From an optimization exercise on the open Yosys and OpenROAD flow, aimed at small area, a short achievable clock period and few clock cycles per item; shortcuts taken in it are not production practice. The RTL was checked by simulation tests, not by an equivalence proof against the original design. Power figures rest on the tool's default switching activity, not on a simulated workload.

==> flow/design.v <==
`timescale 1ns/1ps
`default_nettype none
module sdram_cache (
    input  wire                               ui_clk,
    input  wire                               arst_n,
    input  wire                               calib_done,
    input  wire [28-1:0] sd_addr,
    input  wire                               sd_cs,
    input  wire                               sd_l,
    input  wire                               sd_u,
    input  wire                               sd_we,
    input  wire [15:0]      sd_wr,
    input  wire                               sd_big_r,
    output wire  [15:0]                       sd_rd,     
    output wire  [47:0]                       sd_rd48,   
    output wire                               sd_ready,
    output wire  [28-1:0]  app_addr,
    output wire  [2:0]   app_cmd,
    output wire                               app_en,
    output wire  [16*8-1:0] app_wdf_data,
    output wire                               app_wdf_wren,
    input  wire                               app_rdy,
    input  wire                               app_wdf_rdy,
    input  wire [16*8-1:0] app_rd_data,
    input  wire                               app_rd_data_valid
);
    localparam int NE = 8;
    localparam int TW = 24;
    logic [TW-1:0]  tag  [NE];
    logic [127:0]   data [NE];
    logic [NE-1:0]  valid;       
    logic [NE-1:0]  pend;        
    logic [NE-1:0]  dirty;
    logic [NE-1:0]  ref_b;       
    logic [NE-1:0]  pfu;         
    logic           rdy_q;       
    logic           busy;        
    logic           pend_wr;     
    logic [TW-1:0]  r_tag;
    logic [3:0]     r_off;
    logic           r_we, r_l, r_u, r_big, r_needA, r_needB;
    logic [15:0]    r_wr;
    logic [NE-1:0]  selA, selB;  
    logic [NE-1:0]  q0, q1;
    logic [1:0]     qn;
    logic           en_q, rd_cmd_q, wren_q, wb_pend;
    logic [TW-1:0]  addr_q;
    logic [NE-1:0]  vict;        
    logic [15:0] wA, wB;
    logic [7:0]  wbyte [16];
    logic        cpu_wr;
    always_comb begin
        for (int p = 0; p < 16; p++) begin
            wA[p] = (r_l && (r_off == 4'(p))) ||
                    (r_u && (r_off != 4'd15) && (r_off + 4'd1 == 4'(p)));
            wB[p] = (p == 0) && r_u && (r_off == 4'd15);
            wbyte[p] = !cpu_wr ? app_rd_data[p*8 +: 8] :
                       (r_off == 4'(p)) ? r_wr[7:0] : r_wr[15:8];
        end
    end
    wire wr_inA = |wA;
    wire wr_inB = |wB;
    assign cpu_wr = pend_wr && (wr_inA || wr_inB);
    wire          accept = rdy_q && sd_cs;
    wire          rdbig  = sd_big_r & ~sd_we;
    wire [3:0]    off    = sd_addr[3:0];
    wire [TW-1:0] cA     = rdy_q ? sd_addr[27:4] : r_tag;   
    wire [TW-1:0] cB     = cA + 1'b1;
    wire          needA  = busy ? r_needA :
                           (sd_l | (sd_u & (off != 4'd15)) | (rdbig & (off <= 4'd13)));
    wire          needB  = busy ? r_needB :
                           ((sd_u & (off == 4'd15)) | (rdbig & (off >= 4'd9)));
    wire          look   = accept || busy;
    wire          fill_v   = app_rd_data_valid && (qn != 2'd0);
    wire [NE-1:0] fill_e   = fill_v ? q0 : '0;
    wire          fill_ok  = !(wren_q && ((q0 & selA) != '0)) && !cpu_wr;
    wire [NE-1:0] fill_now = fill_ok ? fill_e : '0;
    wire [NE-1:0] have     = valid | fill_now;
    logic [NE-1:0] mA, mB;
    always_comb begin
        for (int e = 0; e < NE; e++) begin
            mA[e] = (tag[e] == cA);
            mB[e] = (tag[e] == cB);
        end
    end
    wire [NE-1:0] hA = mA & have;
    wire [NE-1:0] hB = mB & have;
    wire          okA    = !needA || (|hA);
    wire          okB    = !needB || (|hB);
    wire          lostA  = needA && !(|hA) && !(|(mA & pend & ~fill_now));
    wire          lostB  = needB && !(|hB) && !(|(mB & pend & ~fill_now));
    wire          done   = look && okA && okB && !wren_q;
    wire          nextin = |(mB & (have | pend));    
    wire          pfhit  = needA && |(hA & pfu);    
    wire [NE-1:0] touch  = done ? ((needA ? hA : '0) | (needB ? hB : '0)) : '0;
    wire [NE-1:0] wr_e = pend_wr ? (selA | selB) : '0;
    wire [NE-1:0] cand = ~pend & ~touch & ~wr_e & ~(look ? (hA | hB) : '0);
    wire [NE-1:0] cand_nr = cand & ~ref_b;
    wire [NE-1:0] cand_cl = cand_nr & ~(valid & dirty);
    function automatic [NE-1:0] first1(input [NE-1:0] v);
        first1 = '0;
        for (int e = NE-1; e >= 0; e--) if (v[e]) first1 = NE'(1) << e;
    endfunction
    wire [NE-1:0] dvict = first1((cand_nr != '0) ? cand_nr : cand);
    wire [NE-1:0] pvict = first1(cand_cl);
    wire          dvict_dirty = |(dvict & valid & dirty);
    wire          port_free = !en_q && !wren_q && (qn != 2'd2);
    wire          d_issue   = look && (lostA || lostB) && port_free;
    wire          p_issue   = done && pfhit && !nextin && port_free &&
                              (cand_cl != '0);
    wire          issue     = d_issue || p_issue;
    wire [NE-1:0] ivict     = d_issue ? dvict : pvict;
    wire [TW-1:0] itag      = (d_issue && lostA) ? cA : cB;
    wire [NE-1:0] touch_all = touch | (issue ? ivict : '0);
    wire [NE-1:0] ref_or    = ref_b | touch_all;
    always_ff @(posedge ui_clk or negedge arst_n) begin
        if (!arst_n) begin
            rdy_q   <= 1'b0;
            busy    <= 1'b0;
            pend_wr <= 1'b0;
            valid   <= '0;
            pend    <= '0;
            dirty   <= '0;
            ref_b   <= '0;
            pfu     <= '0;
            qn      <= '0;
            en_q    <= 1'b0;
            wren_q  <= 1'b0;
            wb_pend <= 1'b0;
        end else begin
            pend_wr <= 1'b0;
            if (!rdy_q && !busy && calib_done) rdy_q <= 1'b1;  
            ref_b <= (&ref_or) ? touch_all : ref_or;
            if (look) begin
                if (done) begin
                    busy    <= 1'b0;
                    rdy_q   <= 1'b1;
                    pend_wr <= busy ? r_we : sd_we;
                end else begin
                    busy    <= 1'b1;
                    rdy_q   <= 1'b0;
                end
            end
            if (issue) begin
                en_q <= 1'b1;
                if (d_issue && dvict_dirty) begin
                    wren_q  <= 1'b1;
                    wb_pend <= 1'b1;
                end
            end else if (en_q && app_rdy) begin
                if (wb_pend) wb_pend <= 1'b0;
                else         en_q    <= 1'b0;
            end
            if (wren_q && app_wdf_rdy) wren_q <= 1'b0;
            case ({issue, fill_v})
                2'b10: qn <= qn + 2'd1;
                2'b01: qn <= qn - 2'd1;
                default: ;
            endcase
            for (int e = 0; e < NE; e++) begin
                if (issue && ivict[e]) begin
                    valid[e] <= 1'b0;
                    pend[e]  <= 1'b1;
                    pfu[e]   <= 1'b1;
                end else if (fill_e[e]) begin
                    valid[e] <= fill_ok;    
                    pend[e]  <= 1'b0;
                    dirty[e] <= 1'b0;
                end else begin
                    if (done && needA && hA[e]) pfu[e] <= 1'b0;
                    if (pend_wr && ((selA[e] && wr_inA) || (selB[e] && wr_inB))) dirty[e] <= 1'b1;
                end
            end
        end
    end
    logic [TW-1:0] vict_tag;
    always_comb begin
        vict_tag = '0;
        for (int e = 0; e < NE; e++) vict_tag = vict_tag | ({TW{vict[e]}} & tag[e]);
    end
    wire rd_taken = en_q && app_rdy && rd_cmd_q;
    always_ff @(posedge ui_clk) begin
        if (accept) begin
            r_tag   <= cA;
            r_off   <= off;
            r_we    <= sd_we;
            r_l     <= sd_l;
            r_u     <= sd_u;
            r_big   <= rdbig;
            r_wr    <= sd_wr;
            r_needA <= needA;
            r_needB <= needB;
        end
        if (done) begin
            selA <= hA;
            selB <= hB;
        end else if (d_issue && dvict_dirty) begin
            selA <= dvict;   
        end
        if (issue) begin
            if (qn == 2'd0 || (qn == 2'd1 && fill_v)) q0 <= ivict;
            else                                       q1 <= ivict;
        end
        if (fill_v && !(issue && qn == 2'd1)) q0 <= q1;
        if (fill_v && issue && qn == 2'd2) q1 <= ivict;
        if (issue) begin
            vict     <= ivict;
            addr_q   <= itag;
            rd_cmd_q <= 1'b1;
        end else if (rd_taken && wb_pend) begin
            addr_q   <= vict_tag;
            rd_cmd_q <= 1'b0;
        end
    end
    always_ff @(posedge ui_clk) begin
        for (int e = 0; e < NE; e++) begin
            if (rd_taken && vict[e]) tag[e] <= addr_q;
            for (int p = 0; p < 16; p++) begin
                if (fill_now[e] ||
                    (pend_wr && ((selA[e] && wA[p]) || (selB[e] && wB[p]))))
                    data[e][p*8 +: 8] <= wbyte[p];
            end
        end
    end
    logic [127:0] lineA;
    logic [55:0]  lineB;
    always_comb begin
        lineA = '0;
        lineB = '0;
        for (int e = 0; e < NE; e++) begin
            lineA = lineA | ({128{selA[e]}} & data[e]);
            lineB = lineB | ({56{selB[e]}} & data[e][55:0]);
        end
    end
    wire [183:0] s0 = {lineB, lineA};
    wire [119:0] s1 = r_off[3] ? s0[183:64] : s0[119:0];
    wire [87:0]  s2 = r_off[2] ? s1[119:32] : s1[87:0];
    wire [71:0]  s3 = r_off[1] ? s2[87:16]  : s2[71:0];
    wire [63:0]  s4 = r_off[0] ? s3[71:8]   : s3[63:0];
    wire [7:0] lanes = {{6{r_big}}, r_u, r_l};
    logic [63:0] rd_out;
    always_comb begin
        for (int k = 0; k < 8; k++) rd_out[k*8 +: 8] = lanes[k] ? s4[k*8 +: 8] : 8'h00;
    end
    assign {sd_rd48, sd_rd} = rd_out;
    assign sd_ready     = rdy_q;
    assign app_en       = en_q;
    assign app_cmd      = {2'b00, rd_cmd_q};
    assign app_addr     = {1'b0, addr_q, 3'b000};
    assign app_wdf_wren = wren_q;
    assign app_wdf_data = lineA;
endmodule
`default_nettype wire
==> flow/run.sh <==
#!/bin/bash
# synth_recipe.tcl (not shown) runs the flow's synth.tcl, then flattens the netlist and writes it again
# the make line also repeats each setting of config.mk as NAME=value (left out here)
make -C /OpenROAD-flow-scripts/flow DESIGN_CONFIG=/design/flow/config.mk WORK_HOME=/design/flow/orfs CLKGATE_MAP_FILE= SYNTH_SCRIPT=/design/flow/synth_recipe.tcl finish
==> flow/config.mk <==
export PLATFORM = sky130hd
export DESIGN_NAME = sdram_cache
export DESIGN_NICKNAME = sdram_cache
export VERILOG_FILES = /design/flow/design.v
export SDC_FILE = /design/flow/constraint.sdc
export NUM_CORES = 4
export LEC_CHECK = 0
export CAP_MARGIN = 20
export CORE_MARGIN = 2
export CORE_UTILIZATION = 25
export PLACE_DENSITY = 0.4
export SETUP_SLACK_MARGIN = 4
export SLEW_MARGIN = 20
==> flow/constraint.sdc <==
create_clock -name core_clock -period 10.0 [get_ports {ui_clk}]
set_input_delay 2.0000 -clock core_clock [delete_from_list [all_inputs] [get_ports {ui_clk}]]
set_output_delay 2.0000 -clock core_clock [all_outputs]
set_load 0.01 [all_outputs]
==> impl_metrics.ini, run 1 <==
[timing]
postLayoutSetupSlackWorst_ns = 3.452
finalSetupViolations = 0
rsz0062_at_grt = yes
max-slew-margin-rel = 0.1637
fmax_mhz = 152.7
fin_crit_sh = 0.6548
worst_pin_slew_ns = 1.241
maxSlewViolCount = 0
fin_crit_ns = 6.548
fin_skew_ns = 0.07191
hold_viol_final = 0
fin_setup_tns_ns = 0

[floorplanning]
row_count = 191
ios = 409
die_x_um = 525.0
initial_core_util = 0.2510
die_h_um = 525.0
die-area_sq_um = 275600
core_area_sq_um = 270300

[cts]
ctsLongestPathBuffers = 3
clkTransAtPathRegs_ns = 0.06
numCtsBuffers = 161
cts_tree = done
cts_hold_buf = 0
cts_root_buf = clkbuf_16
insertion_delay_ns = 0.85
clock_sinks = 1379
htree_levels = 4

[yosys]
synth_ff_type = edfxtp_1
synth_cells = 5444
avgSynthCellArea_sq_um = 12.46
synth_area_sq_um = 67850
seq_area_frac_synth = 0.6066
synthArstFlopShare = 0.03481
synthDistinctLibCells = 106
synth-edff-count = 1330
yosysWarningCount = 4
ys_ff_latch = 1379

[final_layout]
mostFrequentLayoutCell = edfxtp_1
fill_cells = 26700
fin_area_sq_um = 92200
drive_above_1_share = 0.2547
final_cell_count_no_fill = 10130
layout_common_cells = edfxtp_1 (1,330), a22oi_1 (666), buf_4 (595), nand2_1 (423), clkdlybuf4s50_1 (321)
final_net_count = 6595
area_delta_synth_final_pct = 35.88

[min_path]
hold_end = rd_cmd_q$_SDFFE_PN1P_
min-delay-start = rd_cmd_q$_SDFFE_PN1P_
min_path_cells = 2
hold_path.class = flop to flop

[critical_path]
required_ns = 10.68
r2r_cells = 23
r2r_slack_ns = 3.68
reg2reg_from = rdy_q$_DFFE_PN0P_
cp-start-kind = primary input
reg2reg_to = ref_b[5]$_DFF_PN0_
crit_arrival_ns = 7.23
worst-path-max-fanout = 7
crit_path_end_kind = flop
worst-setup-path-type = primary input to flop

[placed_design]
place_area_sq_um = 77480
dp_hpwl_um = 255900
dp_slack_ns = 0.5981
portBuffers = 402
place_inst = 9323
gp_congestion = 0.9678

[route]
num_vias = 58540
wl_um = 401500
postRouteAntennaNets = 0
drc = 0
first_iter_violations = 8951
drtPass1Iterations = 6
post_drt_wl_per_cell_um = 39.66
vias_per_cell = 5.782

[pwr]
power.total_mw = 32.17
vdd_drop_max_mv = 0.1959
leakagePower_nw = 31.65
p_per_area_nw_per_um2 = 348.9

[grt]
grt_use_total = 0.2783
grt_pass1_vias = 55760
grt_max_degree = 133
antenna_found_initial = 18
grt_pass1_wl_um = 523200
overflow = 0

[job]
maxCapViolations = 0

[status]
run_status = finished clean
flip-flops by register name (all words and copies together) (netlist names), 16 cells and up:
| signal | count |
|---|---|
| tag | 192 |
| r_tag | 24 |
| data | 1024 |
| addr_q | 24 |
| r_wr | 16 |
how the worst max path moves through the flow:
| stage | startpoint | slack (ns) | to | cells after the start |
|---|---|---|---|---|
| floorplan | sd_addr[5] | 3.16 | q1[0]$_DFFE_PP_ | 20 |
| global placement | sd_addr[4] | 0.74 | ref_b[0]$_DFF_PN0_ | 23 |
| detailed placement | sd_addr[4] | 0.60 | ref_b[5]$_DFF_PN0_ | 23 |
| CTS | sd_addr[4] | 3.46 | ref_b[6]$_DFF_PN0_ | 24 |
| global route | sd_addr[11] | 3.37 | ref_b[6]$_DFF_PN0_ | 23 |
| finish | sd_addr[4] | 3.45 | ref_b[5]$_DFF_PN0_ | 24 |
synthesized netlist by cell type (63+ instances only):
library cell  instances  area share
mux2i_1             221       0.033
o21ai_0             338       0.025
a21oi_1             121      0.0089
nand2_1             435       0.024
nor2_1              237       0.013
a31oi_1              65      0.0060
edfxtp_1           1330        0.59
buf_1                86      0.0048
nor4_1               71      0.0065
and2_1               66      0.0061
clkbuf_1            277       0.015
nand4_1             193       0.018
a22oi_1             699       0.077
inv_1                63      0.0035
a221oi_1            116       0.015
xnor2_1             277       0.036
layout make-up:
type                            count  area (sq um)  share of cell area
Antenna cell                       18         45.04           0.0004885
Clock buffer                      199          4264             0.04625
Clock inverter                     95          1020             0.01106
Inverter                           74         317.8            0.003447
Multi-Input combinational cell   3584         28430              0.3083
Sequential cell                  1379         41160              0.4465
Tap cell                         3570          4467             0.04845
Timing Repair Buffer             1205         12470              0.1352
Timing Repair inverter              1         30.03           0.0003257
cell families after synthesis:
kind of cell,share of synthesized area
flip-flops,0.6066
multiplexers,0.04191
XOR/XNOR,0.05471
other,0.00005527
AO/OA/AOI/OAI,0.1716
buffers and inverters,0.02952
adder cells (fa/ha/maj),0.001106
AND/OR/NAND/NOR,0.09449
critical path, cell delays in order:
cell and delay, ns:
buf_8 0.11, mux2i_4 0.16, inv_2 0.08, ha_4 0.18, nand4b_1 0.19, nand2_4 0.08
buf_12 0.14, buf_12 0.12, and3_4 0.19, xnor2_4 0.14, a2111oi_4 0.50, or4b_4 0.56
buf_6 0.15, nor4_4 0.36, nor3_2 0.09, or2_4 0.29, o41ai_4 0.40, and3_4 0.30
a2111oi_4 0.08, a221o_1 0.32, a211o_1 0.30, a211oi_4 0.22, buf_12 0.17, o211ai_1 0.08
where the power goes:
part / internal [mW] / switching [mW] / total (mW) / leakage [nW]
registers: 8.53 / 1.00 / 9.54 / 12.8
clock network: 3.37 / 2.64 / 6.01 / 2.55
logic: 5.91 / 10.7 / 16.6 / 16.3
total: 17.8 / 14.4 / 32.2 / 31.6
metal layers:
layer  share of wire  vias up  global-route usage  routed length, um
li1                -    23610                   -                  -
met1            0.39    30050              0.3553             158000
met2            0.44     3967              0.4274             176300
met3           0.091      906             0.05842              36440
met4           0.077        4              0.1783              30760
met5        0.000067        -                   0                 27
per-stage QoR:
stage | hold WS [ns] | util
6_report | 0.4574 | 0.3411
5_1_grt | 0.4918 | 0.3410
4_1_cts | 0.4610 | 0.3346
2_1_floorplan | 0.4314 | -
3_3_place_gp | 0.4497 | 0.2865
3_5_place_dp | 0.4488 | 0.2866
what timing repair did:
action,4_1_cts,5_1_grt
setup buffers,358,75
endpoints found under the setup margin,318,199
pin swaps,186,88
resized for setup,800,272
gates cloned,46,6
Testbench counts, summed over its fixed seeds: cycles 32,828, requests 16,000.
==> run 2: changes to the inputs <==
--- a/flow/design.v
+++ b/flow/design.v
@@ -93,25 +93,30 @@
     wire          nextin = |(mB & (have | pend));    
     wire          pfhit  = needA && |(hA & pfu);    
-    wire [NE-1:0] touch  = done ? ((needA ? hA : '0) | (needB ? hB : '0)) : '0;
-    wire [NE-1:0] wr_e = pend_wr ? (selA | selB) : '0;
-    wire [NE-1:0] cand = ~pend & ~touch & ~wr_e & ~(look ? (hA | hB) : '0);
-    wire [NE-1:0] cand_nr = cand & ~ref_b;
-    wire [NE-1:0] cand_cl = cand_nr & ~(valid & dirty);
+    wire [NE-1:0] hits   = (needA ? hA : '0) | (needB ? hB : '0);
+    wire [NE-1:0] touch  = look ? hits : '0;
+    wire [NE-1:0] wr_e  = pend_wr ? (selA | selB) : '0;
+    wire [NE-1:0] cbase = ~ref_b & ~pend & ~wr_e;
+    wire [NE-1:0] cclean = cbase & ~(valid & dirty);
     function automatic [NE-1:0] first1(input [NE-1:0] v);
         first1 = '0;
         for (int e = NE-1; e >= 0; e--) if (v[e]) first1 = NE'(1) << e;
     endfunction
-    wire [NE-1:0] dvict = first1((cand_nr != '0) ? cand_nr : cand);
-    wire [NE-1:0] pvict = first1(cand_cl);
-    wire          dvict_dirty = |(dvict & valid & dirty);
+    wire [NE-1:0] c1 = first1(cbase);
+    wire [NE-1:0] c2 = first1(cbase & ~c1);
+    wire          c1_dirty = |(c1 & valid & dirty);
+    wire          c2_dirty = |(c2 & valid & dirty);
+    wire          c1_hit   = |(c1 & hits);
+    wire [NE-1:0] dvict    = c1_hit ? c2 : c1;
+    wire          dvict_dirty = c1_hit ? c2_dirty : c1_dirty;
+    wire [NE-1:0] pvict    = first1(cclean);
     wire          port_free = !en_q && !wren_q && (qn != 2'd2);
-    wire          d_issue   = look && (lostA || lostB) && port_free;
+    wire          d_issue   = look && (lostA || lostB) && port_free && (dvict != '0);
     wire          p_issue   = done && pfhit && !nextin && port_free &&
-                              (cand_cl != '0);
+                              (pvict != '0) && !(|(pvict & (hA | hB)));
     wire          issue     = d_issue || p_issue;
     wire [NE-1:0] ivict     = d_issue ? dvict : pvict;
     wire [TW-1:0] itag      = (d_issue && lostA) ? cA : cB;
     wire [NE-1:0] touch_all = touch | (issue ? ivict : '0);
-    wire [NE-1:0] ref_or    = ref_b | touch_all;
+    wire          ref_full  = &(ref_b | pend | touch);
     always_ff @(posedge ui_clk or negedge arst_n) begin
         if (!arst_n) begin
@@ -131,5 +136,5 @@
             pend_wr <= 1'b0;
             if (!rdy_q && !busy && calib_done) rdy_q <= 1'b1;  
-            ref_b <= (&ref_or) ? touch_all : ref_or;
+            ref_b <= ref_full ? touch_all : (ref_b | touch_all);
             if (look) begin
                 if (done) begin
--- a/flow/config.mk
+++ b/flow/config.mk
@@ -8,6 +8,6 @@
 export CAP_MARGIN = 20
 export CORE_MARGIN = 2
-export CORE_UTILIZATION = 25
-export PLACE_DENSITY = 0.4
+export CORE_UTILIZATION = 40
+export PLACE_DENSITY = 0.55
 export SETUP_SLACK_MARGIN = 4
 export SLEW_MARGIN = 20
==> run 2 against run 1 <==
- maximum frequency rose by 6.1%
- highest routed layer unchanged
- hold slack improved by 0.012 ns
- area after synthesis rose by 3.2%
- critical path depth fell by 13
- combinational power fell by 3%
==> impl_metrics.ini, run 2 <==
[yosys]
avgSynthCellArea_sq_um = 12.38
yosys-top-cells-area = edfxtp_1 (57%), a22oi_1 (7.6%), mux2i_1 (3.6%)
synthDistinctLibCells = 122
yosysWarningCount = 4
synth-edff-count = 1330
synth_ff_type = edfxtp_1
synthArstFlopShare = 0.03481
yosysMostFrequentCell = edfxtp_1
synth_area_sq_um = 70050
synthTopCellsByCount = edfxtp_1 (1,330), a22oi_1 (710), nand2_1 (428), o21ai_0 (344), clkbuf_1 (319)
synth_cells = 5658
ys_ff_latch = 1379
seq_area_frac_synth = 0.5875
synth_top_area_cell = edfxtp_1
netlist.area_leader.share = 0.5701

[critical_path]
crit_arrival_ns = 4.17
crit_path_end_kind = output pin
slowest_delay_ns = 0.60
required_ns = 8.00
worst-setup-path-type = flop to output pin
crit_end = sd_rd[3]
worstPathCellList = buf_4 > buf_16 > a22oi_1 > nand4_1 > buf_4 > buf_4 > o221ai_2 > a21oi_2 > o21ai_0 > a21oi_1 > clkdlybuf4s50_1
timing.critical_path.buf_inv = 5
r2r_cells = 18
worst-path-max-fanout = 20
critPathTopFamily = buffers and inverters
critPathSlowestCell = clkdlybuf4s50_1
reg2reg_to = addr_q[12]$_DFFE_PP_
startpoint = selA[2]$_DFFE_PP_
cpMostUsedCell = buf_4
reg2reg_from = selA[2]$_DFFE_PP_
cp_num_cells = 11
r2r_slack_ns = 3.99
cp-start-kind = flop

[placed_design]
place_area_sq_um = 77670
gp_congestion = 1.096
dp_hpwl_um = 245800
portBuffers = 402

[route]
drtPass1Iterations = 7
wl_um = 374400
drc = 0
first_iter_violations = 10840
vias_per_cell = 6.917
num_vias = 61620
post_drt_wl_per_cell_um = 42.03
postRouteAntennaNets = 0

[floorplanning]
die_h_um = 422.5
initial_core_util = 0.4026
ios = 409
row_count = 153
die-area_sq_um = 178500
core_area_sq_um = 174000
die_x_um = 422.5

[grt]
grt_pass1_vias = 57180
grt_pass1_wl_um = 490700
overflow = 0
antenna_found_initial = 15
grt_use_total = 0.3996
grt_max_degree = 190

[pwr]
switchingPower_mw = 14.09
p_per_area_nw_per_um2 = 351.8
power.total_mw = 31.50
leakagePower_nw = 31.27
pwr-share-comb = 0.512
vdd_drop_max_mv = 0.1797
power.internal_mw = 17.41
pwr-share-clk = 0.176
power_frac_seq = 0.312
p_sw_frac = 0.4474

[min_path]
min_path_cells = 2
hold_path.class = flop to flop

[cts]
htree_levels = 4
cts_tree = done
cts_root_buf = clkbuf_16
ctsLongestPathBuffers = 3
numCtsBuffers = 152
insertion_delay_ns = 0.83
cts_hold_buf = 0
clock_sinks = 1379
clkTransAtPathRegs_ns = 0.06

[timing]
maxSlewViolCount = 0
fin_skew_ns = 0.06589
fin_setup_tns_ns = 0
fin_crit_sh = 0.6171
finalSetupViolations = 0
fin_crit_ns = 6.171
fmax_mhz = 162.0
worst_pin_slew_ns = 1.250
rsz0062_at_grt = yes
max-slew-margin-rel = 0.1579
hold_viol_final = 0

[final_layout]
final_net_count = 6645
layout_common_cells = edfxtp_1 (1,330), a22oi_1 (696), buf_4 (525), nand2_1 (417), clkdlybuf4s50_1 (353)
drive_above_1_share = 0.2115
fin_area_sq_um = 89550
regMostFlops = data
regArea_sq_um = 41160
multi_input_comb_area_sq_um = 29480
area_delta_synth_final_pct = 27.84
fill_cells = 15040
reg_top3 = data: 1024 flops, tag: 192 flops
largest_reg_flops = 1024
mostFrequentLayoutCell = edfxtp_1

[job]
maxCapViolations = 0

[status]
run_status = finished clean
## run 2: per-stage QoR
stage / setup slack [ns] / util / instances / hold WS (ns)
floorplan: 3.880 / - / 5663 / 0.4314
global placement: 0.7059 / 0.4461 / 8237 / 0.4583
detailed placement: 0.9259 / 0.4463 / 8240 / 0.4638
CTS: 3.834 / 0.5029 / 8785 / 0.4760
global route: 3.845 / 0.5145 / 8898 / 0.5061
finish: 3.829 / 0.5146 / 8909 / 0.4690
## run 2: repair_timing
action                                  in CTS  in global routing
cloned                                      22                 14
endpoints found under the setup margin     240                201
setup buffers                              252                 97
pin swaps                                  109                 65
gates resized for setup                    440                257
## run 2: cell families after synthesis
logic type | Yosys count | share of synthesized area
AOI/OAI and AO/OA | 1710 | 0.1713
xor gates and xnor gates | 369 | 0.05969
adders and majority gates | 7 | 0.001215
buffers and inverters | 495 | 0.02938
DFF | 1379 | 0.5875
muxes | 311 | 0.04737
other | 1 | 0.00005353
and+or+nand+nor | 1386 | 0.1035
## run 2: how the worst min path moves through the flow
stage                          startpoint               endpoint  slack, ns
floorplan           rd_cmd_q$_SDFFE_PN1P_  rd_cmd_q$_SDFFE_PN1P_       0.43
global placement    rd_cmd_q$_SDFFE_PN1P_  rd_cmd_q$_SDFFE_PN1P_       0.46
detailed placement  rd_cmd_q$_SDFFE_PN1P_  rd_cmd_q$_SDFFE_PN1P_       0.46
CTS                 rd_cmd_q$_SDFFE_PN1P_  rd_cmd_q$_SDFFE_PN1P_       0.48
global route        rd_cmd_q$_SDFFE_PN1P_  rd_cmd_q$_SDFFE_PN1P_       0.51
finish              rd_cmd_q$_SDFFE_PN1P_  rd_cmd_q$_SDFFE_PN1P_       0.47
## run 2: cell type report
cell class / instances / share of cell area
Sequential cell: 1379 / 0.4596
Multi-Input combinational cell: 3790 / 0.3292
Timing Repair Buffer: 1075 / 0.1217
Clock buffer: 189 / 0.04520
Tap cell: 2325 / 0.03248
Clock inverter: 82 / 0.008718
Inverter: 58 / 0.002696
Antenna cell: 11 / 0.0003074
## run 2: metal layers
| layer | wire [um] | part of all wire | track usage | vias up |
|---|---|---|---|---|
| li1 | - | - | - | 24220 |
| met1 | 135300 | 0.36 | 0.5088 | 30860 |
| met2 | 158400 | 0.42 | 0.5920 | 5228 |
| met3 | 48090 | 0.13 | 0.1148 | 1309 |
| met4 | 32640 | 0.087 | 0.2649 | 10 |
| met5 | 75 | 0.00020 | 0.001613 | - |
## run 2: worst min-delay path, cell delays in order, from the launching register on
cell,delay [ns]
dfxtp_1,0.32
nand2_1,0.06
nand2_1,0.04
## run 2: power by group through the flow
stage	logic (mW)	registers [mW]	clock network [mW]
2_1_floorplan	6.84	9.37	0
3_3_place_gp	12.9	9.86	0
3_5_place_dp	12.9	9.88	0
4_1_cts	14.8	9.76	5.56
5_1_grt	16.3	9.92	5.78
6_report	16.1	9.82	5.54
Testbench counts of run 2, summed over its fixed seeds: cycles 33,412, requests 16,000.
==> run 3: changes to the inputs <==
--- a/flow/design.v
+++ b/flow/design.v
@@ -25,5 +25,5 @@
     input  wire                               app_rd_data_valid
 );
-    localparam int NE = 8;
+    localparam int NE = 10;
     localparam int TW = 24;
     logic [TW-1:0]  tag  [NE];
==> run 3 against run 2 <==
- sequential cell count rose by 324
- sequential power is 18% higher
- core utilization rose by 1.0 points
- wire length up 18%
- count of clock-buffer cells in the layout rose by 33
- non-clock buffer count grew 254
- critical path type is now primary input to flop
==> impl_metrics.ini, run 3 <==
[status]
run_status = finished clean

[grt]
grt_use_total = 0.4062
grt_max_degree = 175
antenna_found_initial = 26
grt_pass1_vias = 65210
grt_pass1_wl_um = 579800
overflow = 0

[floorplanning]
core_area_sq_um = 204800
ios = 409
row_count = 166
die-area_sq_um = 209800
die_h_um = 458.1
initial_core_util = 0.4027
die_x_um = 458.1

[route]
postRouteAntennaNets = 0
first_iter_violations = 12010
drtPass1Iterations = 8
drc = 0
vias_per_cell = 6.901
num_vias = 70580
wl_um = 442800
post_drt_wl_per_cell_um = 43.29

[pwr]
leakagePower_nw = 37.57
vdd_drop_max_mv = 0.2132
p_per_area_nw_per_um2 = 345.4

[yosys]
synthTopCellsByCount = edfxtp_1 (1,644), a22oi_1 (469), nand2_1 (448), o21ai_0 (372), clkbuf_1 (351)
synthDistinctLibCells = 105
synth_cells = 6326
synth_area_sq_um = 82480
avgSynthCellArea_sq_um = 13.04
seq_area_frac_synth = 0.6164
synthArstFlopShare = 0.03406
synth-edff-count = 1644
yosysMostFrequentCell = edfxtp_1
synth_ff_type = edfxtp_1
synth_top_area_cell = edfxtp_1
ys_ff_latch = 1703
netlist.area_leader.share = 0.5985
yosysWarningCount = 4
yosys-top-cells-area = edfxtp_1 (60%), a22oi_1 (4.3%), xnor2_1 (3.5%)

[placed_design]
dp_hpwl_um = 292400
dp_slack_ns = 0.4312
gp_congestion = 1.049
portBuffers = 402
place_inst = 9337

[final_layout]
utilization = 0.5246
drive_above_1_share = 0.2559
final_net_count = 7557
area_delta_synth_final_pct = 30.25
layout_common_cells = edfxtp_1 (1,644), buf_4 (703), a22oi_1 (458), nand2_1 (426), clkdlybuf4s50_1 (321)
mostFrequentLayoutCell = edfxtp_1
reg_top3 = data: 1280 flops, tag: 240 flops
final_cell_count_no_fill = 10230
regMostFlops = data
largest_reg_flops = 1280

[timing]
maxSlewViolCount = 0
fin_crit_ns = 6.633
finalSetupViolations = 0
max-slew-margin-rel = 0.06283
postLayoutSetupSlackWorst_ns = 3.367
fin_skew_ns = 0.08057
worst_pin_slew_ns = 1.391
hold_viol_final = 0
rsz0062_at_grt = yes
fmax_mhz = 150.8
fin_setup_tns_ns = 0
fin_crit_sh = 0.6633

[min_path]
hold_path.class = flop to flop

[job]
maxCapViolations = 0

[critical_path]
crit_path_end_kind = flop
critPathTopFamily = simple AND/OR/NAND/NOR gates
worst-setup-path-type = primary input to flop
critPathSlowestCell = nor4_4
crit_arrival_ns = 7.25
timing.critical_path.buf_inv = 4
cp-start-kind = primary input
required_ns = 10.62
worst-path-max-fanout = 13
slowest_delay_ns = 0.53
worstPathCellList = clkdlybuf4s50_1 > mux2i_2 > buf_6 > xnor2_1 > nor4_4 > nand3_1 > nor4_2 > a22oi_1 > o2111ai_1 > o2111ai_1 > nor4_1 > buf_4 > nand4_1 > or3_4 > nor2b_4 > o21a_1 > buf_6 > mux2_4

[cts]
clock_sinks = 1703
insertion_delay_ns = 0.90
cts_root_buf = clkbuf_16
numCtsBuffers = 180
cts_tree = done
clkTransAtPathRegs_ns = 0.06
htree_levels = 4
ctsLongestPathBuffers = 3
[run 3: changes by cell type in the layout (fill, tap and decap cells not counted), moves of 49 or more]
cell	delta
a221oi_1	+123
buf_6	+50
edfxtp_1	+314
xnor2_1	+70
o21ai_1	+49
a21oi_1	-55
a22o_1	+187
a221oi_2	+61
a22oi_1	-238
buf_4	+178
[run 3: cells by family (layout without fill, tap and decap cells)]
| group | count (synthesis) | count (layout) | synth area share |
|---|---|---|---|
| compound gates | 1910 | 1912 | 0.1704 |
| xor+xnor | 443 | 443 | 0.05806 |
| fa+ha+maj | 7 | 7 | 0.001032 |
| buf+inv | 572 | 1755 | 0.02806 |
| flops | 1703 | 1703 | 0.6164 |
| mux | 318 | 318 | 0.04087 |
| other cells | 1 | 25 | 0.00004547 |
| simple gates | 1372 | 1376 | 0.08518 |
[run 3: timing repair]
item,CTS,global route
gates resized for setup,828,406
hold buffers,0,0
pin swaps,201,170
setup buffers,332,152
cloned,41,7
setup endpoints to repair,265,260
[run 3: where the power goes]
part           internal (mW)  switching, mW
logic                   6.53           12.1
clock network           3.88           3.03
registers               10.4           1.21
total                   20.8           16.3
[run 3: tightest hold or removal path: cells and delay by family (launching register included)]
family | cells | cell delay, ns
flip-flops | 1 | 0.32
AND/OR/NAND/NOR | 2 | 0.11
[run 3: path summary, 6_finish.rpt]
path / to / depth (start not counted) / from / slack (ns)
max reg2reg: q0[4]$_DFFE_PP_ / 19 / rdy_q$_DFFE_PN0P_ / 3.56
min: rd_cmd_q$_SDFFE_PN1P_ / 2 / rd_cmd_q$_SDFFE_PN1P_ / 0.47
max in group asynchronous: rdy_q$_DFFE_PN0P_ / 2 / arst_n / 7.96
min in group asynchronous: en_q$_DFFE_PN0P_ / 2 / arst_n / 1.27
max: q0[4]$_DFFE_PP_ / 18 / sd_addr[26] / 3.37
min reg2reg: rd_cmd_q$_SDFFE_PN1P_ / 2 / rd_cmd_q$_SDFFE_PN1P_ / 0.47
[run 3: per-layer routing]
layer | vias up | global-route usage | wire length [um]
li1 | 27600 | - | -
met1 | 35390 | 0.5032 | 159200
met2 | 6078 | 0.6027 | 190300
met3 | 1500 | 0.1349 | 55570
met4 | 12 | 0.2739 | 37660
met5 | - | 0 | 75
[run 3: through the flow]
step | power, mW | hold slack [ns] | area [sq um]
2_1_floorplan | 18.41 | 0.4314 | 82890
6_report | 37.11 | 0.4716 | 107400
5_1_grt | 37.57 | 0.4866 | 107400
4_1_cts | 35.33 | 0.4633 | 104500
3_3_place_gp | 25.78 | 0.4563 | 91590
3_5_place_dp | 25.82 | 0.4541 | 91660
[run 3: area by class of cell]
class	count	area, sq um
multi-input combinational	4062	33600
inverter	92	421.7
tap	2688	3363
fill	17380	97360
clock inverter	112	1315
sequential	1703	50840
clock buffer	222	4682
antenna	19	47.55
timing repair buffer	1329	13160
Testbench counts of run 3, summed over its fixed seeds: cycles 29,508, requests 16,000.
==> run 4: changes to the inputs <==
--- a/flow/design.v
+++ b/flow/design.v
@@ -25,5 +25,5 @@
     input  wire                               app_rd_data_valid
 );
-    localparam int NE = 10;
+    localparam int NE = 8;
     localparam int TW = 24;
     logic [TW-1:0]  tag  [NE];
@@ -66,5 +66,5 @@
     wire [3:0]    off    = sd_addr[3:0];
     wire [TW-1:0] cA     = rdy_q ? sd_addr[27:4] : r_tag;   
-    wire [TW-1:0] cB     = cA + 1'b1;
+    wire [TW-1:0] cB     = cA + 1'b1;    
     wire          needA  = busy ? r_needA :
                            (sd_l | (sd_u & (off != 4'd15)) | (rdbig & (off <= 4'd13)));
@@ -80,6 +80,9 @@
     always_comb begin
         for (int e = 0; e < NE; e++) begin
-            mA[e] = (tag[e] == cA);
-            mB[e] = (tag[e] == cB);
+            logic [TW-1:0] d;
+            d     = tag[e] ^ cA;
+            mA[e] = (d == '0);
+            mB[e] = d[0];
+            for (int j = 0; j < TW-1; j++) mB[e] = mB[e] & (d[j+1] == (cA[j] & d[j]));
         end
     end
@@ -116,5 +119,5 @@
     wire          issue     = d_issue || p_issue;
     wire [NE-1:0] ivict     = d_issue ? dvict : pvict;
-    wire [TW-1:0] itag      = (d_issue && lostA) ? cA : cB;
+    wire [TW-1:0] itag      = lostA ? cA : cB;    
     wire [NE-1:0] touch_all = touch | (issue ? ivict : '0);
     wire          ref_full  = &(ref_b | pend | touch);
==> run 4 against run 3 <==
- still clean on timing, DRC and antenna
- critical path depth shrank 8
- count of clock-buffer cells in the layout shrank 35
- final cell count shrank 16%
- critical path type is now flop to output pin
- largest cell class unchanged
==> impl_metrics.ini, run 4 <==
[status]
run_status = finished clean

[critical_path]
r2r_slack_ns = 4.38
crit_arrival_ns = 4.19
required_ns = 8.00
crit_end = sd_rd48[40]
reg2reg_from = rdy_q$_DFFE_PN0P_
slowest_delay_ns = 0.64
r2r_cells = 19
critPathSlowestCell = clkdlybuf4s50_1
worst-path-max-fanout = 37
startpoint = selB[2]$_DFFE_PP_
reg2reg_to = q0[0]$_DFFE_PP_
cp-start-kind = flop
crit_path_end_kind = output pin
worstPathCellList = buf_6 > buf_6 > a22oi_1 > nand2_1 > a221oi_1 > a221oi_2 > and2_1 > a211oi_1 > a211oi_1 > clkdlybuf4s50_1
worst-setup-path-type = flop to output pin

[timing]
hold_viol_final = 0
rsz0062_at_grt = yes
maxSlewViolCount = 0
fin_setup_tns_ns = 0
fin_crit_sh = 0.6194
max-slew-margin-rel = 0.1534
fmax_mhz = 161.5
fin_crit_ns = 6.194
finalSetupViolations = 0
fin_skew_ns = 0.04983
postLayoutSetupSlackWorst_ns = 3.806
worst_pin_slew_ns = 1.257

[yosys]
netlist.area_leader.share = 0.5895
post_synth_xor_area_fraction = 0.02916
synth-edff-count = 1330
synth_top_family_by_area = compound AO/OA/AOI/OAI gates
synthDistinctLibCells = 87
seq_area_frac_synth = 0.6076
synth_cells = 5435
yosys.area_share.simple = 0.09261
muxShareOfSynthArea = 0.04595
avgSynthCellArea_sq_um = 12.46
synth_area_sq_um = 67740
ys_ff_latch = 1379
synth_compound_area_frac = 0.1527
synthTopCellsByCount = edfxtp_1 (1,330), a22oi_1 (735), o21ai_0 (350), nand2_1 (349), nor2_1 (326)
yosysMostFrequentCell = edfxtp_1
yosysWarningCount = 4
synthArstFlopShare = 0.03481
synth_ff_type = edfxtp_1
yosys-top-cells-area = edfxtp_1 (59%), a22oi_1 (8.1%), ha_1 (3.5%)
synth_fa_ha_area_frac = 0.03509
synth_top_area_cell = edfxtp_1

[final_layout]
mostFrequentLayoutCell = edfxtp_1
final_net_count = 6581
layout_common_cells = edfxtp_1 (1,330), a22oi_1 (725), buf_4 (441), nand2_1 (345), clkdlybuf4s50_1 (334)
area_delta_synth_final_pct = 27.86
largest_reg_flops = 1024
fin_area_sq_um = 86620
reg_top3 = data: 1024 flops, tag: 192 flops
utilization = 0.5134
drive_above_1_share = 0.1887
regMostFlops = data

[pwr]
p_per_area_nw_per_um2 = 345.3
power.internal_mw = 16.98
power_frac_seq = 0.314
p_sw_frac = 0.4324
vdd_drop_max_mv = 0.2122
switchingPower_mw = 12.93
pwr-share-comb = 0.494
leakagePower_nw = 31.06
pwr-share-clk = 0.192

[route]
first_iter_violations = 10210
postRouteAntennaNets = 0
num_vias = 58330
drtPass1Iterations = 7
wl_um = 342400
vias_per_cell = 6.797
post_drt_wl_per_cell_um = 39.90
drc = 0

[floorplanning]
die-area_sq_um = 172700
die_x_um = 415.5
ios = 409
die_h_um = 415.5
initial_core_util = 0.4015
core_area_sq_um = 168700
row_count = 151

[placed_design]
place_area_sq_um = 75480
gp_congestion = 1.028
portBuffers = 402
dp_hpwl_um = 214600
dp_slack_ns = 2.065

[min_path]
min_path_cells = 2
hold_path.class = flop to flop

[cts]
cts_tree = done
clock_sinks = 1379
cts_hold_buf = 0
ctsLongestPathBuffers = 3
cts_root_buf = clkbuf_16
insertion_delay_ns = 0.84
clkTransAtPathRegs_ns = 0.06
htree_levels = 4
numCtsBuffers = 151

[job]
maxCapViolations = 0

[grt]
grt_max_degree = 176
grt_pass1_vias = 54160
antenna_found_initial = 30
overflow = 0
grt_use_total = 0.3822
grt_pass1_wl_um = 455500
-- run 4: what timing repair did --
item                                    in CTS  in global routing
resized for setup                          407                203
pin swaps                                   85                 95
gates cloned                                36                  7
setup buffers                              170                116
endpoints found under the setup margin     217                156
-- run 4: worst min-delay path by stage --
stage                       endpoint             startpoint  slack [ns]
4_1_cts        rd_cmd_q$_SDFFE_PN1P_  rd_cmd_q$_SDFFE_PN1P_        0.47
5_1_grt        rd_cmd_q$_SDFFE_PN1P_  rd_cmd_q$_SDFFE_PN1P_        0.51
3_5_place_dp   rd_cmd_q$_SDFFE_PN1P_  rd_cmd_q$_SDFFE_PN1P_        0.45
6_report       rd_cmd_q$_SDFFE_PN1P_  rd_cmd_q$_SDFFE_PN1P_        0.47
2_1_floorplan  rd_cmd_q$_SDFFE_PN1P_  rd_cmd_q$_SDFFE_PN1P_        0.43
3_3_place_gp   rd_cmd_q$_SDFFE_PN1P_  rd_cmd_q$_SDFFE_PN1P_        0.47
-- run 4: cell type report --
class | count | area, sq um
Multi-Input combinational cell | 3425 | 26160
Fill cell | 14530 | 82100
Antenna cell | 30 | 75.07
Inverter | 271 | 1091
Tap cell | 2218 | 2775
Sequential cell | 1379 | 41160
Clock buffer | 187 | 3984
Timing Repair Buffer | 980 | 10270
Clock inverter | 91 | 1099
-- run 4: cell families after synthesis --
kind of cell    Yosys count
simple gates           1258
flops                  1379
buf+inv                 636
fa+ha+maj               190
xor+xnor                219
other cells               1
mux                     280
compound gates         1472
-- run 4: power groups by stage --
stage               logic [mW]  registers [mW]  clock network, mW
finish                    14.8            9.40               5.74
floorplan                 6.21            9.19                  0
global route              14.9            9.53               5.97
CTS                       13.5            9.36               5.75
detailed placement        11.6            9.51                  0
global placement          11.6            9.48                  0
-- run 4: through the flow --
stage	total power, mW	std cells	hold slack, ns
2_1_floorplan	15.40	5440	0.4314
3_3_place_gp	21.05	7940	0.4656
3_5_place_dp	21.09	7942	0.4529
4_1_cts	28.61	8426	0.4706
5_1_grt	30.45	8559	0.5140
6_report	29.91	8581	0.4660
-- run 4: critical path, delay by kind of cell (launching register included) --
kind	cells	cell delay, ns
flip-flops	1	0.42
AO/OA/AOI/OAI	5	1.12
AND/OR/NAND/NOR	2	0.27
buffers and inverters	3	1.51
-- run 4: metal layers --
layer  global-route usage  vias up  part of all wire
li1                     -    22960                 -
met1               0.4836    29060              0.36
met2               0.5482     5028              0.42
met3               0.1217     1258              0.13
met4               0.2824       14             0.092
met5                    0        -           0.00027
Testbench counts of run 4, summed over its fixed seeds: cycles 33,412, requests 16,000.
==> run 5: changes to the inputs <==
==> flow/flow/run.sh (new file) <==
#!/bin/bash
# The standard layout (the standard.sh, all ORFS steps unchanged), with two
# options passed to ORFS: every port still gets its own buffer, but a buf_2
# rather than the delay cell buffer_ports picks by default, and clock tree
# synthesis adds no dummy loads.
set -euo pipefail
export BUFFER_PORTS_ARGS="-buffer_cell sky130_fd_sc_hd__buf_2"
export CTS_ARGS="-sink_clustering_enable -repair_clock_nets -dont_use_dummy_load"
bash standard.sh > standard.log 2>&1
==> flow/standard.sh (new file) <==
#!/bin/bash
# synth_recipe.tcl (not shown) runs the flow's synth.tcl, then flattens the netlist and writes it again
# the make line also repeats each setting of config.mk as NAME=value (left out here)
make -C /OpenROAD-flow-scripts/flow DESIGN_CONFIG=/design/flow/config.mk WORK_HOME=/design/flow/orfs CLKGATE_MAP_FILE= SYNTH_SCRIPT=/design/flow/synth_recipe.tcl "${@:-finish}"
removed: flow/run.sh
==> run 5 against run 4 <==
- first-iteration DRC count is 5.2% lower
- global-route usage fell by 1.2 points
- die area did not move
- worst setup slack gained 0.12 ns
- synthesized cell count did not move
- non-clock buffer count is 228 lower
- maximum frequency increased by 2.0%
- sequential share of layout area up 4.1 points
- largest cell class unchanged
- critical path depth did not move
==> impl_metrics.ini, run 5 <==
[status]
run_status = finished clean

[yosys]
synthTopCellsByCount = edfxtp_1 (1,330), a22oi_1 (735), o21ai_0 (350), nand2_1 (349), nor2_1 (326)
synth_cells = 5435
synth_top_area_cell = edfxtp_1
seq_area_frac_synth = 0.6076
synthArstFlopShare = 0.03481
yosysWarningCount = 4
yosys-top-cells-area = edfxtp_1 (59%), a22oi_1 (8.1%), ha_1 (3.5%)
synthDistinctLibCells = 87
synth-edff-count = 1330
yosysMostFrequentCell = edfxtp_1
ys_ff_latch = 1379
synth_ff_type = edfxtp_1
avgSynthCellArea_sq_um = 12.46
synth_area_sq_um = 67740
netlist.area_leader.share = 0.5895

[critical_path]
r2r_cells = 17
crit_arrival_ns = 4.07
required_ns = 8.00
worst-setup-path-type = flop to output pin
cp-start-kind = flop
crit_path_end_kind = output pin
reg2reg_to = valid[3]$_DFFE_PN0P_
worst-path-max-fanout = 29
reg2reg_from = rdy_q$_DFFE_PN0P_
r2r_slack_ns = 4.23

[timing]
worst_pin_slew_ns = 1.239
fin_crit_sh = 0.6075
finalSetupViolations = 0
fmax_mhz = 164.6
hold_viol_final = 0
fin_setup_tns_ns = 0
maxSlewViolCount = 0
rsz0062_at_grt = yes
fin_skew_ns = 0.08688
fin_crit_ns = 6.075
holdWs_ns = 0.4726
max-slew-margin-rel = 0.1652

[cts]
cts_hold_buf = 0
clkTransAtPathRegs_ns = 0.05
ctsLongestPathBuffers = 3
htree_levels = 4
insertion_delay_ns = 0.85
cts_root_buf = clkbuf_16
clock_sinks = 1379
numCtsBuffers = 152
cts_tree = done

[final_layout]
regMostFlops = data
reg_top3 = data: 1024 flops, tag: 192 flops
multi_input_comb_area_sq_um = 25260
fill_cells = 15110
layout_common_cells = edfxtp_1 (1,330), a22oi_1 (734), buf_2 (402), nand2_1 (347), nor2_1 (310)
mostFrequentLayoutCell = edfxtp_1
final_cell_count_no_fill = 8214
regArea_sq_um = 41160
area_delta_synth_final_pct = 17.79
largest_reg_flops = 1024
final_net_count = 6354
drive_above_1_share = 0.1948

[min_path]
min-delay-start = rd_cmd_q$_SDFFE_PN1P_
hold_path.class = flop to flop
hold_end = rd_cmd_q$_SDFFE_PN1P_
min_path_cells = 2

[grt]
grt_pass1_vias = 52040
antenna_found_initial = 23
grt_use_total = 0.3705
grt_pass1_wl_um = 441300
grt_max_degree = 84
overflow = 0

[floorplanning]
die-area_sq_um = 172700
die_h_um = 415.5
initial_core_util = 0.4015
die_x_um = 415.5
core_area_sq_um = 168700
row_count = 151
ios = 409

[placed_design]
place_inst = 7929
dp_hpwl_um = 216300
gp_congestion = 1.002
portBuffers = 402

[job]
maxCapViolations = 0

[route]
drtPass1Iterations = 10
drc = 0
post_drt_wl_per_cell_um = 40.88
first_iter_violations = 9679
num_vias = 56090
postRouteAntennaNets = 0
vias_per_cell = 6.829
wl_um = 335800

[pwr]
pwr-share-clk = 0.176
leakagePower_nw = 28.33
power.internal_mw = 15.22
pwr-share-comb = 0.480
switchingPower_mw = 12.12
p_sw_frac = 0.4433
power_frac_seq = 0.344
p_per_area_nw_per_um2 = 342.6
vdd_drop_max_mv = 0.2220
## run 5: changes by cell type in the layout (fill, tap and decap cells not counted), moves of 20 or more
| cell | previous run | this run |
|---|---|---|
| buf_2 | 4 | 402 |
| dlygate4sd2_1 | 27 | 0 |
| buf_16 | 38 | 18 |
| buf_12 | 42 | 14 |
| clkinv_2 | 24 | 0 |
| buf_4 | 441 | 275 |
| dlymetal6s2s_1 | 31 | 0 |
| clkdlybuf4s50_1 | 334 | 0 |
| clkinv_1 | 29 | 1 |
| o21ai_0 | 265 | 288 |
| clkbuf_1 | 29 | 0 |
## run 5: kinds of logic after synthesis
logic type	after synthesis	synth area share
other cells	1	0.00005536
flops	1379	0.6076
xor+xnor	219	0.02916
fa+ha+maj	190	0.03509
simple gates	1258	0.09261
compound gates	1472	0.1527
buf+inv	636	0.03685
mux	280	0.04595
## run 5: layer usage
metal / global-route usage / up-vias / wire (um)
met5: 0 / - / 65
met2: 0.5421 / 4689 / 141300
met3: 0.1042 / 1046 / 42870
met4: 0.2536 / 10 / 29490
met1: 0.4763 / 27980 / 122100
li1: - / 22370 / -
## run 5: worst max-delay path, cell delays in order (launching register included)
cell and delay, ns:
edfxtp_1 0.40, buf_12 0.29, bufbuf_16 0.50, a22oi_1 0.11
nand4_1 0.24, o21ai_2 0.18, mux4_2 0.57, nor2_1 0.15
a31oi_2 0.10, nor3_4 0.43, buf_2 0.21
## run 5: final cells by class
class,count,area share
Antenna cell,17,0.0005331
Clock buffer,152,0.04767
Inverter,271,0.01314
Multi-Input combinational cell,3425,0.3166
Sequential cell,1379,0.5158
Tap cell,2218,0.03478
Timing Repair Buffer,752,0.07147
## run 5: how the worst max path moves through the flow
stage	end	from	depth (start not counted)
after CTS	sd_rd[4]	selA[6]$_DFFE_PP_	12
after global routing	sd_rd[4]	selA[5]$_DFFE_PP_	12
after global placement	q0[0]$_DFFE_PP_	sd_addr[8]	17
after detailed placement	q0[5]$_DFFE_PP_	sd_addr[8]	17
after floorplan	q1[0]$_DFFE_PP_	sd_addr[15]	17
final	sd_rd[0]	selA[4]$_DFFE_PP_	10
## run 5: through the flow
step	power, mW	setup slack, ns	cell area, sq um	util
after floorplan	15.40	4.018	68140	-
after global placement	20.70	2.378	73370	0.4349
after detailed placement	20.74	2.244	73370	0.4349
after CTS	26.33	3.922	78920	0.4678
after global routing	27.90	3.856	79770	0.4728
final	27.34	3.926	79800	0.4730
## run 5: power groups by stage
stage / logic (mW) / clock network (mW) / registers (mW)
global route: 13.3 / 5.02 / 9.54
finish: 13.1 / 4.82 / 9.40
global placement: 11.2 / 0 / 9.48
CTS: 12.1 / 4.82 / 9.37
detailed placement: 11.2 / 0 / 9.52
floorplan: 6.21 / 0 / 9.19
## run 5: timing repair
item,4_1_cts,5_1_grt
buffers inserted,65,23
resized for setup,162,87
endpoints found under the setup margin,193,150
gates cloned,15,13
pin swaps,22,14
==> run 6: changes to the inputs <==
--- a/flow/design.v
+++ b/flow/design.v
@@ -41,5 +41,8 @@
     logic           r_we, r_l, r_u, r_big, r_needA, r_needB;
     logic [15:0]    r_wr;
-    logic [NE-1:0]  selA, selB;  
+    logic [NE-1:0]  selAg [4];
+    logic [NE-1:0]  selBg [2];
+    wire  [NE-1:0]  selA = selAg[0] | selAg[1] | selAg[2] | selAg[3];
+    wire  [NE-1:0]  selB = selBg[0] | selBg[1];
     logic [NE-1:0]  q0, q1;
     logic [1:0]     qn;
@@ -72,7 +75,10 @@
                            ((sd_u & (off == 4'd15)) | (rdbig & (off >= 4'd9)));
     wire          look   = accept || busy;
+    wire [3:0]    aoff   = busy ? r_off : off;
+    wire [3:0]    use_ag = {aoff >= 4'd5, aoff <= 4'd11 && aoff >= 4'd1, aoff <= 4'd7, aoff <= 4'd3};
+    wire [1:0]    use_bg = {aoff >= 4'd13, aoff >= 4'd9};
     wire          fill_v   = app_rd_data_valid && (qn != 2'd0);
     wire [NE-1:0] fill_e   = fill_v ? q0 : '0;
-    wire          fill_ok  = !(wren_q && ((q0 & selA) != '0)) && !cpu_wr;
+    wire          fill_ok  = !(wren_q && ((q0 & selAg[0]) != '0)) && !cpu_wr;
     wire [NE-1:0] fill_now = fill_ok ? fill_e : '0;
     wire [NE-1:0] have     = valid | fill_now;
@@ -114,5 +120,6 @@
     wire [NE-1:0] pvict    = first1(cclean);
     wire          port_free = !en_q && !wren_q && (qn != 2'd2);
-    wire          d_issue   = look && (lostA || lostB) && port_free && (dvict != '0);
+    wire          pf_busy   = busy && needA && !lostA && !lostB && !(|hA) && !nextin;
+    wire          d_issue   = look && (lostA || lostB || pf_busy) && port_free && (dvict != '0);
     wire          p_issue   = done && pfhit && !nextin && port_free &&
                               (pvict != '0) && !(|(pvict & (hA | hB)));
@@ -201,8 +208,8 @@
         end
         if (done) begin
-            selA <= hA;
-            selB <= hB;
+            for (int g = 0; g < 4; g++) selAg[g] <= use_ag[g] ? hA : '0;
+            for (int g = 0; g < 2; g++) selBg[g] <= use_bg[g] ? hB : '0;
         end else if (d_issue && dvict_dirty) begin
-            selA <= dvict;   
+            for (int g = 0; g < 4; g++) selAg[g] <= dvict;   
         end
         if (issue) begin
@@ -226,5 +233,5 @@
             for (int p = 0; p < 16; p++) begin
                 if (fill_now[e] ||
-                    (pend_wr && ((selA[e] && wA[p]) || (selB[e] && wB[p]))))
+                    (pend_wr && ((selAg[p/4][e] && wA[p]) || (selBg[0][e] && wB[p]))))
                     data[e][p*8 +: 8] <= wbyte[p];
             end
@@ -237,6 +244,8 @@
         lineB = '0;
         for (int e = 0; e < NE; e++) begin
-            lineA = lineA | ({128{selA[e]}} & data[e]);
-            lineB = lineB | ({56{selB[e]}} & data[e][55:0]);
+            for (int g = 0; g < 4; g++)
+                lineA[g*32 +: 32] = lineA[g*32 +: 32] | ({32{selAg[g][e]}} & data[e][g*32 +: 32]);
+            lineB[31:0]  = lineB[31:0]  | ({32{selBg[0][e]}} & data[e][31:0]);
+            lineB[55:32] = lineB[55:32] | ({24{selBg[1][e]}} & data[e][55:32]);
         end
     end
==> run 6 against run 5 <==
- first-iteration DRC count fell by 11%
- count of clock-buffer cells in the layout rose by 2
- global-route usage fell by 1.7 points
- final cell count rose by 3.4%
- power fell by 2.0%
- wire length fell by 4.8%
- synthesized cell count rose by 3.8%
- largest power group unchanged
==> impl_metrics.ini, run 6 <==
[critical_path]
slowest_delay_ns = 0.64
crit_path_end_kind = output pin
crit_arrival_ns = 4.12
cp-start-kind = flop
worstPathCellList = buf_6 > a22oi_1 > nand4_1 > mux2i_1 > nor2_1 > a21oi_1 > a22oi_1 > nor2_1 > a2111oi_1 > buf_2
critPathTopFamily = compound AO/OA/AOI/OAI gates
worst-path-max-fanout = 35
timing.critical_path.buf_inv = 2
critPathSlowestCell = a2111oi_1
worst-setup-path-type = flop to output pin
required_ns = 8.00

[yosys]
ys_ff_latch = 1411
synth_cells = 5639
yosysWarningCount = 6
synthArstFlopShare = 0.03402
synth_area_sq_um = 69290
seq_area_frac_synth = 0.6079
synth-edff-count = 1362
yosys-top-cells-area = edfxtp_1 (59%), a22oi_1 (7.6%), ha_1 (3.4%)
avgSynthCellArea_sq_um = 12.29
yosysMostFrequentCell = edfxtp_1
synth_top_area_cell = edfxtp_1
synthDistinctLibCells = 88
synth_ff_type = edfxtp_1
synthTopCellsByCount = edfxtp_1 (1,362), a22oi_1 (697), nand2_1 (433), o21ai_0 (411), clkbuf_1 (328)
netlist.area_leader.share = 0.5902

[timing]
worst_pin_slew_ns = 1.253
hold_viol_final = 0
fin_skew_ns = 0.09676
fmax_mhz = 163.4
rsz0062_at_grt = yes
fin_setup_tns_ns = 0
max-slew-margin-rel = 0.1555
fin_crit_sh = 0.6121
finalSetupViolations = 0
holdWs_ns = 0.4579
maxSlewViolCount = 0
fin_crit_ns = 6.121

[job]
maxCapViolations = 0

[final_layout]
reg_top3 = data: 1024 flops, tag: 192 flops, selAg: 32 flops
utilization = 0.4701
regMostFlops = data
area_delta_synth_final_pct = 16.63
largest_reg_flops = 1024
layout_common_cells = edfxtp_1 (1,362), a22oi_1 (696), nand2_1 (430), buf_2 (402), o21ai_0 (355)
mostFrequentLayoutCell = edfxtp_1
final_net_count = 6549
drive_above_1_share = 0.1871

[floorplanning]
row_count = 152
die_h_um = 420.2
die_x_um = 420.2
die-area_sq_um = 176600
initial_core_util = 0.4030
ios = 409
core_area_sq_um = 171900

[placed_design]
gp_congestion = 1.034
portBuffers = 402
dp_hpwl_um = 219000

[pwr]
pwr-share-comb = 0.457
power.total_mw = 26.78
pwr-share-clk = 0.182
vdd_drop_max_mv = 0.2971
power_frac_seq = 0.361
leakagePower_nw = 28.55
p_per_area_nw_per_um2 = 331.4
power.internal_mw = 15.15
switchingPower_mw = 11.63
p_sw_frac = 0.4342

[min_path]
hold_path.class = flop to flop

[cts]
numCtsBuffers = 154
cts_root_buf = clkbuf_16
cts_hold_buf = 0
insertion_delay_ns = 0.83
clkTransAtPathRegs_ns = 0.06
clock_sinks = 1411
htree_levels = 4
cts_tree = done
ctsLongestPathBuffers = 3

[grt]
grt_max_degree = 87
grt_use_total = 0.3532
grt_pass1_wl_um = 430800
overflow = 0
grt_pass1_vias = 52750
antenna_found_initial = 17

[route]
drc = 0
wl_um = 319700
postRouteAntennaNets = 0
vias_per_cell = 6.598
drtPass1Iterations = 7
num_vias = 56070
first_iter_violations = 8600
post_drt_wl_per_cell_um = 37.63

[status]
run_status = finished clean
## run 6: path summary, 6_finish.rpt
kind | from | slack [ns] | depth (start not counted) | endpoint
worst min register to register | rd_cmd_q$_SDFFE_PN1P_ | 0.46 | 2 | rd_cmd_q$_SDFFE_PN1P_
worst max register to register | rdy_q$_DFFE_PN0P_ | 4.11 | 17 | q0[7]$_DFFE_PP_
worst min-delay path | rd_cmd_q$_SDFFE_PN1P_ | 0.46 | 2 | rd_cmd_q$_SDFFE_PN1P_
max in group asynchronous | arst_n | 8.14 | 2 | pend_wr$_DFF_PN0_
worst max-delay path | selAg[0][5]$_DFFE_PP_ | 3.88 | 10 | sd_rd[7]
min in group asynchronous | arst_n | 1.33 | 2 | pend[1]$_DFFE_PN0P_
## run 6: per-layer routing
layer  wire length, um  vias to the layer above  share of wire  track usage
met1            117400                    27950           0.37       0.4484
met4             25340                        6          0.079       0.2320
met3             38160                      916           0.12      0.09947
met5                34                        -        0.00011            0
li1                  -                    23050              -            -
met2            138800                     4139           0.43       0.5273
## run 6: power groups by stage
stage          registers (mW)  clock network (mW)  logic (mW)
5_1_grt                  9.81                5.11        12.6
6_report                 9.68                4.86        12.2
3_5_place_dp             9.78                   0        11.0
4_1_cts                  9.63                4.89        11.7
2_1_floorplan            9.40                   0        6.17
3_3_place_gp             9.74                   0        11.0
## run 6: cell type report
cell class / count / area (sq um)
diodes: 13 / 32.53
clock buffers: 154 / 3854
fillers: 15550 / 91110
inverters: 265 / 1042
multi-input cells: 3571 / 25530
flip-flops and latches: 1411 / 42130
well taps: 2310 / 2890
repair buffers: 773 / 5344
## run 6: tightest hold or removal path, stage by stage, from the launching register on
cell,delay (ns)
dfxtp_1,0.31
nand2_1,0.06
nand2_1,0.04
## run 6: logic make-up (layout without fill, tap and decap cells)
| family | Yosys count | after routing | share of synthesized area |
|---|---|---|---|
| AO/OA/AOI/OAI | 1603 | 1603 | 0.1612 |
| XOR/XNOR | 226 | 226 | 0.02857 |
| adder cells (fa/ha/maj) | 190 | 190 | 0.03431 |
| buffers and inverters | 663 | 1192 | 0.03725 |
| flip-flops | 1411 | 1411 | 0.6079 |
| multiplexers | 252 | 252 | 0.03785 |
| other | 1 | 19 | 0.00005412 |
| AND/OR/NAND/NOR | 1293 | 1294 | 0.09290 |
## run 6: repair_timing
item,CTS,global route
endpoints found under the hold margin,0,0
pin swaps,27,15
gates cloned,3,0
buffers inserted,105,18
gates resized for setup,104,88
endpoints found under the setup margin,266,205
## run 6: metrics by stage
stage | worst slack, ns | instances | area (sq um)
2_1_floorplan | 4.009 | 5644 | 69360
3_3_place_gp | 2.257 | 8203 | 74590
3_5_place_dp | 2.208 | 8203 | 74610
4_1_cts | 4.004 | 8465 | 80130
5_1_grt | 3.950 | 8488 | 80790
6_report | 3.879 | 8497 | 80810
Testbench counts of run 6, summed over its fixed seeds: cycles 31,795, requests 16,000.
==> run 7: changes to the inputs <==
--- a/flow/config.mk
+++ b/flow/config.mk
@@ -10,4 +10,4 @@
 export CORE_UTILIZATION = 40
 export PLACE_DENSITY = 0.55
-export SETUP_SLACK_MARGIN = 4
+export SETUP_SLACK_MARGIN = 4.5
 export SLEW_MARGIN = 20
==> run 7 against run 6 <==
- still clean on timing, DRC and antenna
- hold slack better by 0.011 ns
- worst setup slack gained 0.45 ns
- clock skew fell by 0.027 ns
- cell area is 4.3% higher
- critical path depth increased by 5
- core utilization is 2.0 points higher
- global-route usage is 0.33 points higher
- via count increased by 1.3%
- sequential share of layout area decreased by 2.1 points
- critical path type is now primary input to flop
- largest power group unchanged
==> impl_metrics.ini, run 7 <==
[status]
run_status = finished clean

[cts]
ctsLongestPathBuffers = 3
cts_root_buf = clkbuf_16
insertion_delay_ns = 0.81
numCtsBuffers = 152

[yosys]
synth_top_area_cell = edfxtp_1
ys_ff_latch = 1411
muxShareOfSynthArea = 0.03785
synthDistinctLibCells = 88
synthArstFlopShare = 0.03402
yosys.area_share.simple = 0.09290
synth_area_sq_um = 69290
yosys-top-cells-area = edfxtp_1 (59%), a22oi_1 (7.6%), ha_1 (3.4%)
post_synth_xor_area_fraction = 0.02857
synth_compound_area_frac = 0.1612
synthTopCellsByCount = edfxtp_1 (1,362), a22oi_1 (697), nand2_1 (433), o21ai_0 (411), clkbuf_1 (328)
synth_top_family_by_area = compound AO/OA/AOI/OAI gates
yosysWarningCount = 6
synth_cells = 5639

[critical_path]
slowest_delay_ns = 0.54
reg2reg_from = rdy_q$_DFFE_PN0P_
worst-path-max-fanout = 12
startpoint = sd_addr[6]
cp-start-kind = primary input
crit_path_end_kind = flop
cp_num_cells = 15
required_ns = 10.52
timing.critical_path.buf_inv = 2
r2r_slack_ns = 4.52
crit_end = q0[6]$_DFFE_PP_

[pwr]
p_per_area_nw_per_um2 = 333.9
leakagePower_nw = 29.85
vdd_drop_max_mv = 0.2333
power.total_mw = 28.14

[floorplanning]
die_h_um = 420.2
initial_core_util = 0.4030
ios = 409
row_count = 152
core_area_sq_um = 171900
die_x_um = 420.2
die-area_sq_um = 176600

[final_layout]
layout_common_cells = edfxtp_1 (1,362), a22oi_1 (680), nand2_1 (428), buf_2 (399), buf_4 (354)
utilization = 0.4902
final_cell_count_no_fill = 8598
largest_reg_flops = 1024
regMostFlops = data
fill_cells = 15300
reg_top3 = data: 1024 flops, tag: 192 flops, selAg: 32 flops

[job]
maxCapViolations = 0

[timing]
max-slew-margin-rel = 0.1515
rsz0062_at_grt = yes
worst_pin_slew_ns = 1.259
hold_viol_final = 0
fin_crit_sh = 0.5668
maxSlewViolCount = 0
fin_crit_ns = 5.668
holdWs_ns = 0.4686
fin_skew_ns = 0.06963

[min_path]
hold_path.class = flop to flop

[grt]
grt_pass1_vias = 53370
antenna_found_initial = 26
grt_pass1_wl_um = 434400

[route]
postRouteAntennaNets = 0
first_iter_violations = 8824
num_vias = 56800
wl_um = 325600
drc = 0
drtPass1Iterations = 8

[placed_design]
gp_congestion = 1.034
place_inst = 8196
portBuffers = 402
run 7: cell counts after synthesis:
Identical to the previous run, type by type.
run 7: worst min-delay path by stage:
stage	startpoint	to	slack (ns)	depth (start not counted)
2_1_floorplan	rd_cmd_q$_SDFFE_PN1P_	rd_cmd_q$_SDFFE_PN1P_	0.43	2
3_3_place_gp	rd_cmd_q$_SDFFE_PN1P_	rd_cmd_q$_SDFFE_PN1P_	0.45	2
3_5_place_dp	rd_cmd_q$_SDFFE_PN1P_	rd_cmd_q$_SDFFE_PN1P_	0.45	2
4_1_cts	rd_cmd_q$_SDFFE_PN1P_	rd_cmd_q$_SDFFE_PN1P_	0.47	2
5_1_grt	rd_cmd_q$_SDFFE_PN1P_	rd_cmd_q$_SDFFE_PN1P_	0.50	2
6_report	rd_cmd_q$_SDFFE_PN1P_	rd_cmd_q$_SDFFE_PN1P_	0.47	2
run 7: metrics by stage:
stage / worst slack [ns] / cell area, sq um
6_report: 4.332 / 84270
5_1_grt: 4.278 / 84260
4_1_cts: 4.430 / 82040
3_5_place_dp: 2.383 / 75010
3_3_place_gp: 2.571 / 74990
2_1_floorplan: 4.266 / 69850
run 7: final cells by class:
cell class | instances | area [sq um] | area share
Timing Repair inverter | 1 | 6.256 | 0.00007424
Clock buffer | 152 | 3804 | 0.04514
Sequential cell | 1411 | 42130 | 0.4999
Timing Repair Buffer | 868 | 6646 | 0.07887
Multi-Input combinational cell | 3578 | 27610 | 0.3277
Antenna cell | 13 | 32.53 | 0.0003860
Tap cell | 2310 | 2890 | 0.03430
Inverter | 265 | 1152 | 0.01367
run 7: worst min-delay path, stage by stage (launching register included):
cell and delay, ns:
dfxtp_1 0.32, nand2_1 0.06, nand2_1 0.04
run 7: repair_timing:
item | in CTS | in global routing
setup endpoints to repair | 290 | 239
pin swaps | 71 | 66
hold buffers | 0 | 0
buffers inserted | 135 | 82
resized for setup | 402 | 281
cloned | 12 | 7
run 7: layer usage:
metal  track usage  up-vias  part of all wire
met5             0        -           0.00026
met3       0.09507      863              0.11
met2        0.5404     4125              0.44
li1              -    23290                 -
met4        0.2291       12             0.077
met1        0.4510    28510              0.37
run 7: cells by family (layout without fill, tap and decap cells):
| group | count (synthesis) | in the layout |
|---|---|---|
| multiplexers | 252 | 254 |
| AO/OA/AOI/OAI | 1603 | 1603 |
| flip-flops | 1411 | 1411 |
| other | 1 | 19 |
| adder cells (fa/ha/maj) | 190 | 190 |
| XOR/XNOR | 226 | 226 |
| AND/OR/NAND/NOR | 1293 | 1299 |
| buffers and inverters | 663 | 1286 |
run 7: where the power goes:
part	total [mW]	switching (mW)	internal [mW]
sequential	9.73	0.930	8.80
combinational	13.6	9.11	4.48
clock	4.82	2.17	2.65

Check on run 7: ideal ports give 4.332 ns setup slack; a clkbuf_16 on the clock port and buf_2 on the inputs give 4.318 ns; moving port delays by the midpoint clock arrival (0.863 ns) as well gives 3.520 ns.
